From an optimization exercise on the open Yosys and OpenROAD flow, aimed at a short achievable clock period and few clock cycles; shortcuts taken in it are not production practice.
Only simulation tests tie the RTL to the original design; equivalence was not proved.
Power figures rest on the tool's default switching activity, not on a simulated workload.

`flow/design.v`:
```
`default_nettype none
package CacheTypes;
    typedef enum logic [1:0] {
        CacheCommand_WriteThrough = 2'd0,
        CacheCommand_Replace      = 2'd1,
        CacheCommand_Invalidate   = 2'd2
    } CacheCommand;
    typedef enum logic [1:0] {
        CacheOp_Load  = 2'd0,
        CacheOp_Store = 2'd1,
        CacheOp_Flush = 2'd2
    } CacheOp;
endpackage
`default_nettype wire
`timescale 1ns/1ps
`default_nettype none
module DCacheTop (
    input  logic clk,
    input  logic rst,
    input  logic reqValid,
    input  logic [1:0] reqOp,
    input  logic [((7 + 3) + 2)-1:0] reqAddr,
    input  logic [32-1:0] reqData,
    output logic busy,
    output logic respDone,
    output logic [32-1:0] respData,
    output logic [(7 + 3)-1:0] memAddr,
    output logic memReadEnable,
    output logic memWriteEnable,
    output logic [((1 << 2) * 32)-1:0] memWriteValue,
    input  logic memReadDone,
    input  logic memWriteDone,
    input  logic [((1 << 2) * 32)-1:0] memReadValue
);
    localparam int WW = 32;
    localparam int OW = 2;
    localparam int IW = 3;
    localparam int TW = 7;
    localparam int LW = ((1 << 2) * 32);
    localparam int AW = ((7 + 3) + 2);
    localparam int NL = 1 << IW;
    localparam int NW = 1 << OW;
    logic [NL-1:0] validBits;
    logic [TW-1:0] tags [NL];
    logic [LW-1:0] lines [NL];
    logic stResp;       
    logic stRead;       
    logic stWrite;      
    logic opStore;
    logic [AW-1:0] addrReg;
    logic [WW-1:0] dataReg;
    logic [WW-1:0] respReg;      
    logic [LW-1:0] writeLine;    
    logic [OW-1:0] offReg;
    logic [IW-1:0] idxReg;
    logic [TW-1:0] tagReg;
    assign offReg = addrReg[OW-1:0];
    assign idxReg = addrReg[OW +: IW];
    assign tagReg = addrReg[AW-1 -: TW];
    logic [OW-1:0] reqOff;
    logic [IW-1:0] reqIdx;
    logic [TW-1:0] reqTag;
    assign reqOff = reqAddr[OW-1:0];
    assign reqIdx = reqAddr[OW +: IW];
    assign reqTag = reqAddr[AW-1 -: TW];
    logic isLoad, isStore, isFlush;
    assign isLoad = (reqOp == 2'd0);
    assign isStore = (reqOp == 2'd1);
    assign isFlush = (reqOp == 2'd2);
    logic readDoneLoad;
    assign readDoneLoad = stRead && !opStore && memReadDone;
    assign busy = (stRead && (opStore || !memReadDone)) || (stWrite && !memWriteDone);
    assign respDone = stResp || readDoneLoad || (stWrite && memWriteDone);
    logic accept;
    assign accept = reqValid && !busy;
    logic fwd;
    assign fwd = stRead && (reqIdx == idxReg);
    logic lookValid;
    logic [TW-1:0] lookTag;
    logic [LW-1:0] lookLine;
    assign lookValid = fwd ? 1'b1 : validBits[reqIdx];
    assign lookTag = fwd ? tagReg : tags[reqIdx];
    assign lookLine = fwd ? memReadValue : lines[reqIdx];
    logic hit;
    assign hit = lookValid && (lookTag == reqTag);
    logic [LW-1:0] mergedLook;
    logic [LW-1:0] mergedRead;
    always_comb begin
        mergedLook = lookLine;
        mergedLook[reqOff * WW +: WW] = reqData;
        mergedRead = memReadValue;
        if (opStore) begin
            mergedRead[offReg * WW +: WW] = dataReg;
        end
    end
    assign memAddr = addrReg[AW-1:OW];
    assign memReadEnable = stRead;
    assign memWriteEnable = stWrite;
    assign memWriteValue = writeLine;
    assign respData = stRead ? memReadValue[offReg * WW +: WW] : respReg;
    always_ff @(posedge clk) begin
        if (rst) begin
            stResp <= 1'b0;
            stRead <= 1'b0;
            stWrite <= 1'b0;
        end else if (accept) begin
            stResp <= !(isLoad || isStore) || (isLoad && hit);
            stRead <= (isLoad || isStore) && !hit;
            stWrite <= isStore && hit;
        end else begin
            stResp <= 1'b0;
            stRead <= stRead && !memReadDone;
            stWrite <= (stWrite && !memWriteDone) || (stRead && opStore && memReadDone);
        end
    end
    always_ff @(posedge clk) begin
        if (!busy) begin
            opStore <= isStore;
            addrReg <= reqAddr;
            dataReg <= reqData;
        end
    end
    always_ff @(posedge clk) begin
        respReg <= lookLine[reqOff * WW +: WW];
    end
    always_ff @(posedge clk) begin
        if (stRead && opStore) begin
            writeLine <= mergedRead;
        end else if (!(stWrite && !memWriteDone)) begin
            writeLine <= mergedLook;
        end
    end
    always_ff @(posedge clk) begin
        if (rst) begin
            validBits <= '0;
        end else begin
            if (stRead && memReadDone) begin
                validBits[idxReg] <= 1'b1;
            end
            if (accept && isFlush) begin
                validBits[reqIdx] <= 1'b0;
            end
        end
    end
    always_ff @(posedge clk) begin
        if (stRead && memReadDone) begin
            tags[idxReg] <= tagReg;
        end
    end
    always_ff @(posedge clk) begin
        for (int i = 0; i < NL; i++) begin
            for (int w = 0; w < NW; w++) begin
                if (accept && isStore && (reqIdx == IW'(i)) && (reqOff == OW'(w))) begin
                    lines[i][w * WW +: WW] <= reqData;
                end else if (stRead && memReadDone && (idxReg == IW'(i))) begin
                    lines[i][w * WW +: WW] <= mergedRead[w * WW +: WW];
                end
            end
        end
    end
endmodule
`default_nettype wire
```
`flow/run.sh`:
```
#!/bin/bash
# synth_recipe.tcl (not shown) runs the flow's synth.tcl, then flattens the netlist and writes it again
# the make line also repeats each setting of config.mk as NAME=value (left out here)
make -C /OpenROAD-flow-scripts/flow DESIGN_CONFIG=/design/flow/config.mk WORK_HOME=/design/flow/orfs CLKGATE_MAP_FILE= SYNTH_SCRIPT=/design/flow/synth_recipe.tcl finish
```
`flow/config.mk`:
```
export PLATFORM = sky130hd
export DESIGN_NAME = DCacheTop
export DESIGN_NICKNAME = DCacheTop
export VERILOG_FILES = /design/flow/design.v
export SDC_FILE = /design/flow/constraint.sdc
export NUM_CORES = 4
export LEC_CHECK = 0
export CAP_MARGIN = 20
export CORE_MARGIN = 2
export CORE_UTILIZATION = 40
export SLEW_MARGIN = 20
```
`flow/constraint.sdc`:
```
create_clock -name core_clock -period 5.5 [get_ports {clk}]
set_input_delay 1.1000 -clock core_clock [delete_from_list [all_inputs] [get_ports {clk}]]
set_output_delay 1.1000 -clock core_clock [all_outputs]
set_load 0.01 [all_outputs]
```
==> flow_metrics.env <==
export IMPL_status="complete, no violations"
export IMPL_pwr_share_clk_pct=38.2
export IMPL_intPower_mw=17.5
export IMPL_cp_arrival_ps=3590
export IMPL_antenna_found_initial=24
export IMPL_capturing_element_type_of_the_critical_path="output pin"
export IMPL_post_dp_hpwl_um=183000
export IMPL_finish_instance_area_um2=75300
export IMPL_timing_final_hold_violations=0
export IMPL_cp_start_kind="flip-flop"
export IMPL_cts_resized=0
export IMPL_sequential_fraction_of_design_power_pct=47.7
export IMPL_tightestPinTransition_ps=1220
export IMPL_global_route_wire_length_before_repair_um=388000
export IMPL_grt_max_degree=90
export IMPL_static_leakage_power_nw=25.8
export IMPL_setup_worst_path_class="reg2out"
export IMPL_die_width_um=407
export IMPL_synth_lib_cells_used_distinct=57
export IMPL_cap_viol_max_count=0
export IMPL_post_dp_cell_area_um2=70900
export IMPL_critical_path_s_largest_stage_delay_ps=800
export IMPL_synthArstFlopShare_pct=0
export IMPL_cp_cell_sequence="buf_4 -> mux4_2 -> mux2_2 -> clkdlybuf4s50_1"
export IMPL_peakVddDrop_v=0.000317
export IMPL_hp_class="reg2reg"
export IMPL_post_synth_design_cell_area_um2=64900
export IMPL_hold_ws_ps=526
export IMPL_clockRootBuffer="sky130_fd_sc_hd__clkbuf_16"
export IMPL_postSynthCellCount=5869
export IMPL_maxSlewHeadroom_pct=18.4
export IMPL_drive_gt1_share_pct=16.7
export IMPL_crit_buf_inv=2
export IMPL_globalRoute_totalOverflow=0
export IMPL_synth_nets=6068
export IMPL_ctsHtreeMaxLevel=4
export IMPL_power_per_cell_area_nw_per_um2=321
export IMPL_floorplan_core_area_um2=161000
export IMPL_post_cts_repair_setup_buffers=0
export IMPL_nFillCells=14727
export IMPL_clkSlewWorstSetupHoldPaths_ps=60
export IMPL_synth_sequential_area_ratio_pct=59.3
export IMPL_cts_buffers=138
export IMPL_gp_congestion=0.966
export IMPL_fp_dieArea_um2=165000
export IMPL_dr_pass1_iters=10
export IMPL_drt_initial_drc_count=11447
export IMPL_yosys_most_used_dff="sky130_fd_sc_hd__edfxtp_1"
export IMPL_grt_use_total_pct=33.4
export IMPL_setup_tns_ps=0
export IMPL_cts_num_sinks=1296
export IMPL_route_detailed_drc=0
export IMPL_net_switching_power_mw=6.66
export IMPL_report_final_slew_viol_count=0
export IMPL_holdBufCountCts=0
export IMPL_area_growth_syn_to_fin_pct=16.1
export IMPL_ys_warnings_count=2
export IMPL_final_cell_mix="1,260 x sky130_fd_sc_hd__a21oi_1, 1,253 x sky130_fd_sc_hd__edfxtp_1, 1,252 x sky130_fd_sc_hd__nor2_1"
export IMPL_cts_tree="done"
export IMPL_report_final_setup_viol=0
export IMPL_critical_path_peak_fanout=37
export IMPL_slowest_stage="sky130_fd_sc_hd__buf_4"
export IMPL_clock_skew_ps=25.2
export IMPL_initial_core_utilization_pct=40.4
export IMPL_r2r_slack_ps=1630
export IMPL_pwr_share_comb_pct=14.2
export IMPL_ratio_of_routed_vias_to_standard_cells=6.68
export IMPL_ant_nets=0
export IMPL_mostFrequentLayoutCell="sky130_fd_sc_hd__a21oi_1"
export IMPL_sw_frac_of_total_pct=27.5
export IMPL_portBuffers=352
export IMPL_postRouteWirelength_um=283000
export IMPL_number_of_global_route_vias_before_repair=49356
export IMPL_synth_edf_count=1253
export IMPL_grt_setup_unrepaired="false"
export IMPL_max_freq_mhz=213
export IMPL_boundaryPins=353
export IMPL_post_synthesis_area_per_instance_um2=11.1
export IMPL_worst_skew_pair_late_latency_ps=800
export IMPL_critPathRequiredTime_ps=4400
export IMPL_design_final_nets=6166
export IMPL_vias=55183
export IMPL_cts_root_to_sink_buffers=3
export IMPL_crit_path_time_final_ps=4690
export IMPL_timing_critical_path_max_delay_family="buffers and inverters"
export IMPL_placementRows=147
export IMPL_synth_ff_latch_count=1296
export IMPL_fin_crit_sh_pct=85.3
export IMPL_chipHeight_um=407
export IMPL_wirelength_per_cell_um=34.3
==> worst paths after layout <==
kind,from,endpoint,depth (start not counted)
max,addrReg[0],respData[18],4
min,validBits[1],validBits[1],2
max reg2reg,addrReg[0],writeLine[52],5
min reg2reg,validBits[1],validBits[1],2
==> flip-flops by register name (all words and copies together), names as in the netlist <==
name and flops:
lines 1024, writeLine 128, tags 56, dataReg 32, respReg 32, addrReg 12
validBits 8, opStore 1, stRead 1, stResp 1, stWrite 1
==> final cells by class <==
cell class / instances / area [µm²] / share of cell area [%]
Timing Repair Buffer: 604 / 5830 / 7.74
Multi-Input combinational cell: 3903 / 23900 / 31.7
Antenna cell: 18 / 45.0 / 0.0598
Clock buffer: 179 / 3670 / 4.87
Tap cell: 2160 / 2700 / 3.59
Inverter: 24 / 91.3 / 0.121
Sequential cell: 1296 / 38500 / 51.1
Clock inverter: 76 / 618 / 0.821
==> worst reg2reg max path: stages, from the launching register on <==
cell and delay, ps:
sky130_fd_sc_hd__edfxtp_1 340, sky130_fd_sc_hd__buf_4 800, sky130_fd_sc_hd__ha_1 300, sky130_fd_sc_hd__nand2_2 590, sky130_fd_sc_hd__a22oi_1 1210, sky130_fd_sc_hd__a21oi_1 310
==> metal layers <==
| metal | share of wire [%] | up-vias | track usage [%] |
|---|---|---|---|
| li1 | - | 22323 | - |
| met1 | 36 | 26994 | 44.4 |
| met2 | 41 | 4963 | 47.3 |
| met3 | 17 | 873 | 12.9 |
| met4 | 5.8 | 30 | 16.2 |
| met5 | 0.069 | - | 0 |
==> logic make-up after synthesis <==
family	after synthesis	synth area share, %
flip-flops	1296	59.3
buffers and inverters	670	4.51
XOR/XNOR	4	0.0540
adder cells (fa/ha/maj)	20	0.386
multiplexers	411	7.88
AO/OA/AOI/OAI	2070	19.5
AND/OR/NAND/NOR	1398	8.32
==> synth_stat cells, types with 7 or more instances <==
cell / instances / area share [%]
sky130_fd_sc_hd__a221oi_1: 114 / 1.5
sky130_fd_sc_hd__nor3_1: 7 / 0.054
sky130_fd_sc_hd__o22ai_1: 50 / 0.48
sky130_fd_sc_hd__inv_1: 20 / 0.12
sky130_fd_sc_hd__edfxtp_1: 1253 / 58
sky130_fd_sc_hd__a22o_1: 50 / 0.68
sky130_fd_sc_hd__a21boi_0: 28 / 0.32
sky130_fd_sc_hd__mux2_2: 355 / 6.2
sky130_fd_sc_hd__mux2i_1: 11 / 0.17
sky130_fd_sc_hd__nor2b_1: 8 / 0.077
sky130_fd_sc_hd__nor2_1: 1257 / 7.3
sky130_fd_sc_hd__o21ai_0: 32 / 0.25
sky130_fd_sc_hd__a22oi_1: 336 / 3.9
sky130_fd_sc_hd__dfxtp_1: 43 / 1.3
sky130_fd_sc_hd__a222oi_1: 49 / 0.76
sky130_fd_sc_hd__ha_1: 20 / 0.39
sky130_fd_sc_hd__buf_6: 8 / 0.14
sky130_fd_sc_hd__a31o_2: 66 / 0.89
sky130_fd_sc_hd__buf_4: 16 / 0.19
sky130_fd_sc_hd__buf_1: 152 / 0.88
sky130_fd_sc_hd__buf_2: 224 / 1.7
sky130_fd_sc_hd__a21oi_1: 1260 / 9.7
sky130_fd_sc_hd__a311oi_1: 30 / 0.41
sky130_fd_sc_hd__a31oi_1: 37 / 0.36
sky130_fd_sc_hd__nand3_1: 40 / 0.31
sky130_fd_sc_hd__clkbuf_1: 244 / 1.4
sky130_fd_sc_hd__mux4_2: 44 / 1.5
sky130_fd_sc_hd__nand2_1: 63 / 0.36
sky130_fd_sc_hd__a211oi_1: 7 / 0.081
==> power groups by stage <==
stage	Clock (mW)	Combinational [mW]	Sequential, mW
floorplan	0	1.58	11.6
global placement	0	3.21	11.7
detailed placement	0	3.25	11.7
CTS	9.20	3.26	11.5
global route	9.54	3.51	11.5
finish	9.23	3.42	11.5
==> through the flow <==
stage	setup slack [ps]	total power, mW	utilization, %	cells
after floorplan	649	13.1	-	5869
after global placement	703	14.9	44.1	7978
after detailed placement	719	14.9	44.1	7979
after CTS	875	24.0	46.8	8234
after global routing	821	24.6	46.8	8248
final	809	24.2	46.9	8260
Testbench counts, summed over its fixed seeds: cycles 24,267.

[static timing again, ports no longer ideal]
The results above use ideal ports. As a check the final layout listed here was re-extracted and re-timed, cells and wires unchanged.
Step 1: set_driving_cell puts a clkbuf_16 on clk and a buf_2 on each other input, an assumption about the parent block.
Step 2 times the ports against the registers' clock, not the clock port: input delays grow and output delays shrink by t, the midpoint of the rising clock arrivals with the driver on.
Slacks: ideal / step 1 / step 2; pairs: ideal / step 1.
t, ns: 0.881
slack for setup (ns): 0.809 / 0.720 / 0.279
hold slack, ns: 0.526 / 0.526 / 0.526
After both steps this run still meets setup and hold. For this run, drivers alone change the setup slack by -0.089 ns; drivers and shift together by -0.530 ns.
